From an optimization exercise on the open Yosys and OpenROAD flow, aimed at small area, a short achievable clock period and few clock cycles; shortcuts taken in it are not production practice.
In this exercise RTL edits were held to simulation tests only and were not proved equivalent to the original.
No activity file was given, so power comes from the tool's default toggle rates.

==> flow/design.v <==
package otem_pkg;
    localparam logic [1:0] CMD_TICK  = 2'd0;
    localparam logic [1:0] CMD_START = 2'd1;
    localparam logic [1:0] CMD_STOP  = 2'd2;
    localparam logic [1:0] CMD_SETP  = 2'd3;
    localparam int unsigned SLOT_W   = 4;
    localparam int unsigned DELAY_W  = 32;
    localparam int unsigned EXP_W    = 64;
    localparam int unsigned IN_DW    = 40;
    localparam int unsigned OUT_DW   = 72;
    localparam int unsigned MAX_EVENTS = 32;
    localparam int unsigned EVCNT_W    = 5;
endpackage
import otem_pkg::*;
module otem_slot_mem
#(
    parameter int NUM_SLOTS = 16
) (
    input  logic                         i_clk,
    input  logic [$clog2(NUM_SLOTS)-1:0] i_rd_addr,
    output logic [EXP_W-1:0]             o_rd_exp,
    output logic [DELAY_W-1:0]           o_rd_per,
    input  logic [1:0]                   i_we,       
    input  logic [$clog2(NUM_SLOTS)-1:0] i_wr_addr,
    input  logic [EXP_W-1:0]             i_wr_exp,
    input  logic [DELAY_W-1:0]           i_wr_per
);
    logic [EXP_W-1:0]   r_exp_mem [NUM_SLOTS];
    logic [DELAY_W-1:0] r_per_mem [NUM_SLOTS];
    always_ff @(posedge i_clk) begin
        if (i_we[1]) begin
            r_exp_mem[i_wr_addr] <= i_wr_exp;
        end
        o_rd_exp <= r_exp_mem[i_rd_addr];
    end
    always_ff @(posedge i_clk) begin
        if (i_we[0]) begin
            r_per_mem[i_wr_addr] <= i_wr_per;
        end
        o_rd_per <= r_per_mem[i_rd_addr];
    end
endmodule
import otem_pkg::*;
module ordered_timer_expiry_manager_top
#(
    parameter int NUM_SLOTS = 16
) (
    input  logic              i_clk,
    input  logic              i_rst_n,
    input  logic              i_s_tvalid,
    output logic              o_s_tready,
    input  logic [IN_DW-1:0]  i_s_tdata,    
    input  logic [1:0]        i_s_tuser,    
    output logic              o_m_tvalid,
    input  logic              i_m_tready,
    output logic [OUT_DW-1:0] o_m_tdata,    
    output logic              o_m_tlast     
);
    localparam int IW = $clog2(NUM_SLOTS);
    localparam logic [IW-1:0] LAST_SLOT = IW'(NUM_SLOTS - 1);
    localparam logic [EVCNT_W-1:0] LAST_EV = EVCNT_W'(MAX_EVENTS - 1);
    localparam logic [1:0] ST_IDLE   = 2'd0;
    localparam logic [1:0] ST_SCAN   = 2'd1;
    localparam logic [1:0] ST_DECIDE = 2'd2;
    localparam logic [1:0] ST_FLUSH  = 2'd3;
    logic [1:0]          r_state, n_state;
    logic [EXP_W-1:0]    r_tick;
    logic [NUM_SLOTS-1:0] r_active;
    logic [IW-1:0]       r_addr;
    logic                r_issue_last;
    logic                r_cmp_vld;
    logic [IW-1:0]       r_cmp_idx;
    logic                r_best_found;
    logic [IW-1:0]       r_best_idx;
    logic [EXP_W-1:0]    r_best_exp;
    logic [DELAY_W-1:0]  r_best_per;
    logic [EVCNT_W-1:0]  r_cnt;
    logic                r_pend;
    logic [IW-1:0]       r_pend_idx;
    logic [EXP_W-1:0]    r_pend_exp;
    logic                r_out_vld;
    logic [SLOT_W-1:0]   r_out_slot;
    logic [EXP_W-1:0]    r_out_exp;
    logic                r_out_last;
    logic [EXP_W-1:0]    rd_exp;
    logic [DELAY_W-1:0]  rd_per;
    logic                we_exp;
    logic                we_per;
    logic [IW-1:0]       wr_addr;
    logic [EXP_W-1:0]    wr_exp;
    logic [DELAY_W-1:0]  wr_per;
    logic [SLOT_W-1:0]   in_slot;
    logic [DELAY_W-1:0]  in_delay;
    logic                in_per;
    logic                in_acc;
    logic                in_range;
    logic [IW-1:0]       in_idx;
    logic                out_free;
    logic                due;
    logic                better;
    logic                dec_go;
    logic                load_out;
    logic                load_last;
    assign in_slot  = i_s_tdata[3:0];
    assign in_delay = i_s_tdata[35:4];
    assign in_per   = i_s_tdata[36];
    assign in_idx   = IW'(in_slot);
    assign in_range = (32'(in_slot) < 32'(NUM_SLOTS));
    assign o_s_tready = (r_state == ST_IDLE);
    assign in_acc     = i_s_tvalid && o_s_tready;
    assign out_free   = !r_out_vld || i_m_tready;
    assign o_m_tvalid = r_out_vld;
    assign o_m_tdata  = {4'b0, r_out_exp, r_out_slot};
    assign o_m_tlast  = r_out_last;
    assign due    = r_active[r_cmp_idx] && (rd_exp <= r_tick);
    assign better = !r_best_found || (rd_exp < r_best_exp);
    assign dec_go    = (r_state == ST_DECIDE) && r_best_found && (!r_pend || out_free);
    assign load_out  = (dec_go && r_pend) || load_last;
    assign load_last = (r_state == ST_FLUSH) && r_pend && out_free;
    otem_slot_mem #(
        .NUM_SLOTS(NUM_SLOTS)
    ) u_mem (
        .i_clk     (i_clk),
        .i_rd_addr (r_addr),
        .o_rd_exp  (rd_exp),
        .o_rd_per  (rd_per),
        .i_we      ({we_exp, we_per}),
        .i_wr_addr (wr_addr),
        .i_wr_exp  (wr_exp),
        .i_wr_per  (wr_per)
    );
    always_comb begin
        we_exp  = 1'b0;
        we_per  = 1'b0;
        wr_addr = in_idx;
        wr_exp  = r_tick + EXP_W'(in_delay);
        wr_per  = in_per ? in_delay : '0;
        if (dec_go) begin
            wr_addr = r_best_idx;
            wr_exp  = r_best_exp + EXP_W'(r_best_per);
            we_exp  = (r_best_per != '0);
        end else if (in_acc && in_range) begin
            unique case (i_s_tuser)
                CMD_START: begin
                    we_exp = 1'b1;
                    we_per = 1'b1;
                end
                CMD_SETP: begin
                    wr_per = in_delay;
                    we_per = 1'b1;
                end
                default: begin
                    we_exp = 1'b0;
                    we_per = 1'b0;
                end
            endcase
        end
    end
    always_comb begin
        n_state = r_state;
        unique case (r_state)
            ST_IDLE: begin
                if (in_acc && i_s_tuser == CMD_TICK) n_state = ST_SCAN;
            end
            ST_SCAN: begin
                if (r_issue_last) n_state = ST_DECIDE;
            end
            ST_DECIDE: begin
                if (!r_best_found) begin
                    n_state = ST_FLUSH;
                end else if (dec_go) begin
                    n_state = (r_cnt == LAST_EV) ? ST_FLUSH : ST_SCAN;
                end
            end
            ST_FLUSH: begin
                if (!r_pend || out_free) n_state = ST_IDLE;
            end
            default: n_state = ST_IDLE;
        endcase
    end
    always_ff @(posedge i_clk) begin
        if (!i_rst_n) begin
            r_state      <= ST_IDLE;
            r_tick       <= '0;
            r_active     <= '0;
            r_addr       <= '0;
            r_issue_last <= 1'b0;
            r_cmp_vld    <= 1'b0;
            r_best_found <= 1'b0;
            r_cnt        <= '0;
            r_pend       <= 1'b0;
            r_out_vld    <= 1'b0;
        end else begin
            r_state <= n_state;
            if (in_acc) begin
                if (i_s_tuser == CMD_TICK) begin
                    r_tick       <= r_tick + 1'b1;
                    r_cnt        <= '0;
                    r_addr       <= '0;
                    r_issue_last <= 1'b0;
                    r_best_found <= 1'b0;
                end else if (in_range && i_s_tuser == CMD_START) begin
                    r_active[in_idx] <= 1'b1;
                end else if (in_range && i_s_tuser == CMD_STOP) begin
                    r_active[in_idx] <= 1'b0;
                end
            end
            if (r_state == ST_SCAN && !r_issue_last) begin
                r_addr       <= r_addr + 1'b1;
                r_issue_last <= (r_addr == LAST_SLOT);
            end
            r_cmp_vld <= (r_state == ST_SCAN) && !r_issue_last;
            if (r_cmp_vld && due && better) begin
                r_best_found <= 1'b1;
            end
            if (dec_go) begin
                r_pend       <= 1'b1;
                r_cnt        <= r_cnt + 1'b1;
                r_addr       <= '0;
                r_issue_last <= 1'b0;
                r_best_found <= 1'b0;
                if (r_best_per == '0) r_active[r_best_idx] <= 1'b0;
            end
            if (load_last) r_pend <= 1'b0;
            if (load_out) begin
                r_out_vld <= 1'b1;
            end else if (i_m_tready) begin
                r_out_vld <= 1'b0;
            end
        end
    end
    always_ff @(posedge i_clk) begin
        if (r_cmp_vld && due && better) begin
            r_best_idx <= r_cmp_idx;
            r_best_exp <= rd_exp;
            r_best_per <= rd_per;
        end
        r_cmp_idx <= r_addr;
        if (dec_go) begin
            r_pend_idx <= r_best_idx;
            r_pend_exp <= r_best_exp;
        end
        if (load_out) begin
            r_out_slot <= SLOT_W'(r_pend_idx);
            r_out_exp  <= r_pend_exp;
            r_out_last <= load_last;
        end
    end
endmodule
==> flow/run.sh <==
#!/bin/bash
# synth_recipe.tcl (not shown) runs the flow's synth.tcl, then flattens the netlist and writes it again
# the make line also repeats each setting of config.mk as NAME=value (left out here)
make -C /OpenROAD-flow-scripts/flow DESIGN_CONFIG=/design/flow/config.mk WORK_HOME=/design/flow/orfs CLKGATE_MAP_FILE= SYNTH_SCRIPT=/design/flow/synth_recipe.tcl finish
==> flow/config.mk <==
export PLATFORM = sky130hd
export DESIGN_NAME = ordered_timer_expiry_manager_top
export DESIGN_NICKNAME = ordered_timer_expiry_manager_top
export VERILOG_FILES = /design/flow/design.v
export SDC_FILE = /design/flow/constraint.sdc
export NUM_CORES = 4
export LEC_CHECK = 0
export CAP_MARGIN = 20
export CORE_MARGIN = 2
export CORE_UTILIZATION = 40
export SLEW_MARGIN = 20
==> flow/constraint.sdc <==
create_clock -name core_clock -period 10.0 [get_ports {i_clk}]
set_input_delay 2.0000 -clock core_clock [delete_from_list [all_inputs] [get_ports {i_clk}]]
set_output_delay 2.0000 -clock core_clock [all_outputs]
set_load 0.01 [all_outputs]
==> flow_summary_export.csv <==
group,metric,value,unit
outcome,status,"no timing/DRC/antenna violations",
setup_path,path_class,"in2reg",
yosys,ys_types,72,
sta,setup_viol,0,
drt,dr.pass1.iters,5,
final_layout,final_nets,4892,
cts,clkTransAtPathRegs,60,ps
cts,hold_buffers,0,
drt,top_layer,"met4",
die,die-area,205000,sq um
setup_path,path_cells,"clkdlybuf4s50_1 > ha_1 > inv_1 > fa_1 > nand2b_1 > a21oi_1 > o2111ai_1 > o211ai_1 > a21oi_1 > o211ai_1 > buf_4 > and3_1 > nor3_1 > a21oi_1",
yosys,async_flop_share,0,%
sta,period_share,60.1,%
drt,post_drt_wl_per_cell,27.3,um
setup_path,crit_path_end_kind,"register",
drt,drc_errors,0,
power_and_ir_drop,powerDensity,186,nW/um^2
drt,via_per_inst,5.58,
drt,wl_met3,10000,um
die,placementRows,164,
sta,skew,95.9,ps
final_layout,seq_area,57200,sq um
cts,cts.sinks,1969,
die,ioPinCount,121,
setup_path,start_kind,"input pin",
power_and_ir_drop,ir_drop,0.199,mV
setup_path,cp_slowest_cell,"a21oi_1",
grt,antenna_found_initial,2,
final_layout,drive_gt1_share,20.9,%
yosys,seq_area_frac_synth,71.1,%
grt,grt_start_max_net_pins,136,
sta,timing.fmax,166,MHz
die,initial_core_util,40.3,%
job,max-cap-violations,0,
yosys,synthCells,4404,
min_path,holdCritPathClass,"reg2reg",
placement,place_congestion,0.907,
sta,max_slew_margin,23.8,%
drt,drt-total-wl,204000,um
final_layout,stdcell_area,92200,sq um
grt,track_usage,19.9,%
sta,hold_viol_final,0,
sta,slew_violations,0,
cts,postCtsSetupRepairBufs,0,
cts,insertion_delay,880,ps
cts,cts_resized,0,
power_and_ir_drop,p_leak,29.2,nW
final_layout,final.fill_count,16751,
sta,fin_tns_setup,0,ps
placement,hpwl,121000,um
placement,dpl-instance-area,85300,sq um
setup_path,cp_max_fo,25,
grt,gr-total-overflow,0,
setup_path,required,10520,ps
die,die_h,452,um
setup_path,max_stage_delay,830,ps
sta,fin_crit,6010,ps
final_layout,multi_input_comb_area,22400,sq um
yosys,ys_warn_count,2,
cts,clk_path_buf_depth,3,
drt,ant_nets,0,
cts,cts-buffers-inserted,196,
placement,numPortBuffers,113,
cts,cts_tree,"built",
final_layout,area_delta_synth_final,14.7,%
yosys,synth_area,80400,sq um
yosys,syn_avg_cell_area,18.2,sq um
drt,num_vias,41688,
sta,rsz0062_at_grt,"no",
setup_path,worst_path_most_repeated_cell,"a21oi_1",
die,die_x,452,um
yosys,synth_edf_count,1773,
die,core,200000,sq um
grt,grt_pass1_wl,295000,um
cts,root_buffer,"clkbuf_16",
drt,m1WireLength,86000,um
drt,wl_met2,102000,um
sta,worstMarginPinSlew,1140,ps
drt,drt_iter0_markers,4079,
yosys,synth_ff_type,"edfxtp_1",
cts,htreeDepth,4,
setup_path,arrival,6530,ps
yosys,ys_ff_latch,1969,
grt,grt_pass1_vias,41981,
-- critical path, delay by kind of cell --
kind / cells / cell delay [ps]
simple gates: 3 / 440
fa+ha+maj: 2 / 630
buf+inv: 3 / 1040
compound gates: 6 / 2390
-- power breakdown --
part	internal (mW)	leakage (nW)	switching, mW
logic	0.222	8.50	0.300
clock network	4.35	3.27	3.22
registers	8.98	17.5	0.0362
-- layout by cell type (no fill, tap or decap), drive strengths merged, types with 73 or more instances in the layout --
cell type / netlist / layout
edfxtp: 1773 / 1773
a21oi: 167 / 167
buf: 44 / 96
ha: 203 / 203
mux4: 485 / 485
inv: 163 / 169
clkdlybuf4s50: 0 / 112
clkinv: 0 / 73
dfxtp: 196 / 196
clkbuf: 128 / 263
nand3: 73 / 73
nand2: 160 / 160
o21ai: 97 / 97
nor2: 165 / 165
xnor2: 131 / 131
-- Yosys cell counts, types with 58 or more instances --
cell      instances  area, sq um
ha_1            203         2540
nor2_1          165          619
inv_1           162          608
nand2_1         159          597
and2_1           63          394
mux4_2          485        10900
clkbuf_1        128          480
dfxtp_1         196         3920
xnor2_1         131         1150
o21ai_0          97          485
nand4_1          58          363
nand3_1          73          365
edfxtp_1       1773        53200
nor3_1           60          300
a21oi_1         167          836
-- flip-flops by register name (all words and copies together) (netlist names), 2 cells and up --
signal and flops:
r_pend_idx 4, r_active 16, r_best_exp 64, r_addr 4, r_state 2, r_cmp_idx 4
r_out_exp 64, r_pend_exp 64, u_mem.r_exp_mem 1024, u_mem.o_rd_exp 64, u_mem.r_per_mem 512, u_mem.o_rd_per 32
r_cnt 5, r_best_per 32, r_tick 64, r_out_slot 4, r_best_idx 4
-- layout make-up --
| cell class | count | area share (%) |
|---|---|---|
| Sequential cell | 1969 | 62.0 |
| Tap cell | 2656 | 3.60 |
| Multi-Input combinational cell | 2103 | 24.3 |
| Clock buffer | 263 | 5.85 |
| Timing Repair Buffer | 208 | 2.09 |
| Clock inverter | 110 | 1.47 |
| Antenna cell | 4 | 0.0109 |
| Inverter | 163 | 0.669 |
-- worst paths after layout --
kind / start / to / slack [ps] / cells past startpoint
max: i_s_tdata[4] / u_mem.r_exp_mem[3][46] / 3990 / 14
min: r_pend_exp[29] / r_out_exp[29] / 390 / 0
max reg2reg: r_best_exp[53] / r_best_exp[2] / 4580 / 12
min reg2reg: r_pend_exp[29] / r_out_exp[29] / 390 / 0
-- stage by stage --
stage	setup WS, ps	power (mW)	instances	hold slack (ps)	util [%]
final	3990	17.1	7476	391	46.2
after global routing	3770	17.6	7473	387	46.2
after CTS	3840	17.3	7472	386	46.1
after detailed placement	2870	9.71	7099	389	42.7
after global placement	3000	9.70	7099	387	42.7
after floorplan	3690	9.52	4407	329	-
-- kinds of logic (layout without fill, tap and decap cells) --
kind of cell | count (synthesis) | in the layout | share of synthesized area [%]
DFF | 1969 | 1969 | 71.1
and+or+nand+nor | 755 | 755 | 4.81
muxes | 504 | 504 | 13.8
AOI/OAI and AO/OA | 475 | 475 | 3.68
buffers and inverters | 335 | 744 | 1.59
adders and majority gates | 205 | 205 | 3.21
xor gates and xnor gates | 160 | 160 | 1.74
other | 1 | 8 | 0.00467
-- layer usage --
metal  track usage (%)  up-vias
met5                 0        -
met4              6.25        0
met3              2.79      328
met2              33.4     1290
met1              26.9    21897
li1                  -    18173
Testbench counts, summed over its fixed seeds: cycles 91,258.

==> what the ideal ports hide <==
Ports are ideal in the flow. The routed layout listed here was re-timed in OpenROAD. Step 1 (the two cells are an assumption about what drives the block):
set clk [get_ports {i_clk}]
set_driving_cell -lib_cell sky130_fd_sc_hd__clkbuf_16 $clk
set_driving_cell -lib_cell sky130_fd_sc_hd__buf_2 [delete_from_list [all_inputs] $clk]
Step 2 moves the port delays by t, midway between the first and last clock arrival at a register: inputs arrive t later, outputs are due t later. That takes back most of the time a late clock gives input paths. Three values: no drivers, after step 1, after step 2; two values: the first two.
t (ns): 0.914
setup slack, ns: 3.990 / 4.048 / 3.134
worst register clock-pin slew, ns: 0.07 / 0.07
After both steps this run still meets setup and hold. For this run, drivers alone change the setup slack by +0.058 ns; drivers and shift together by -0.856 ns.
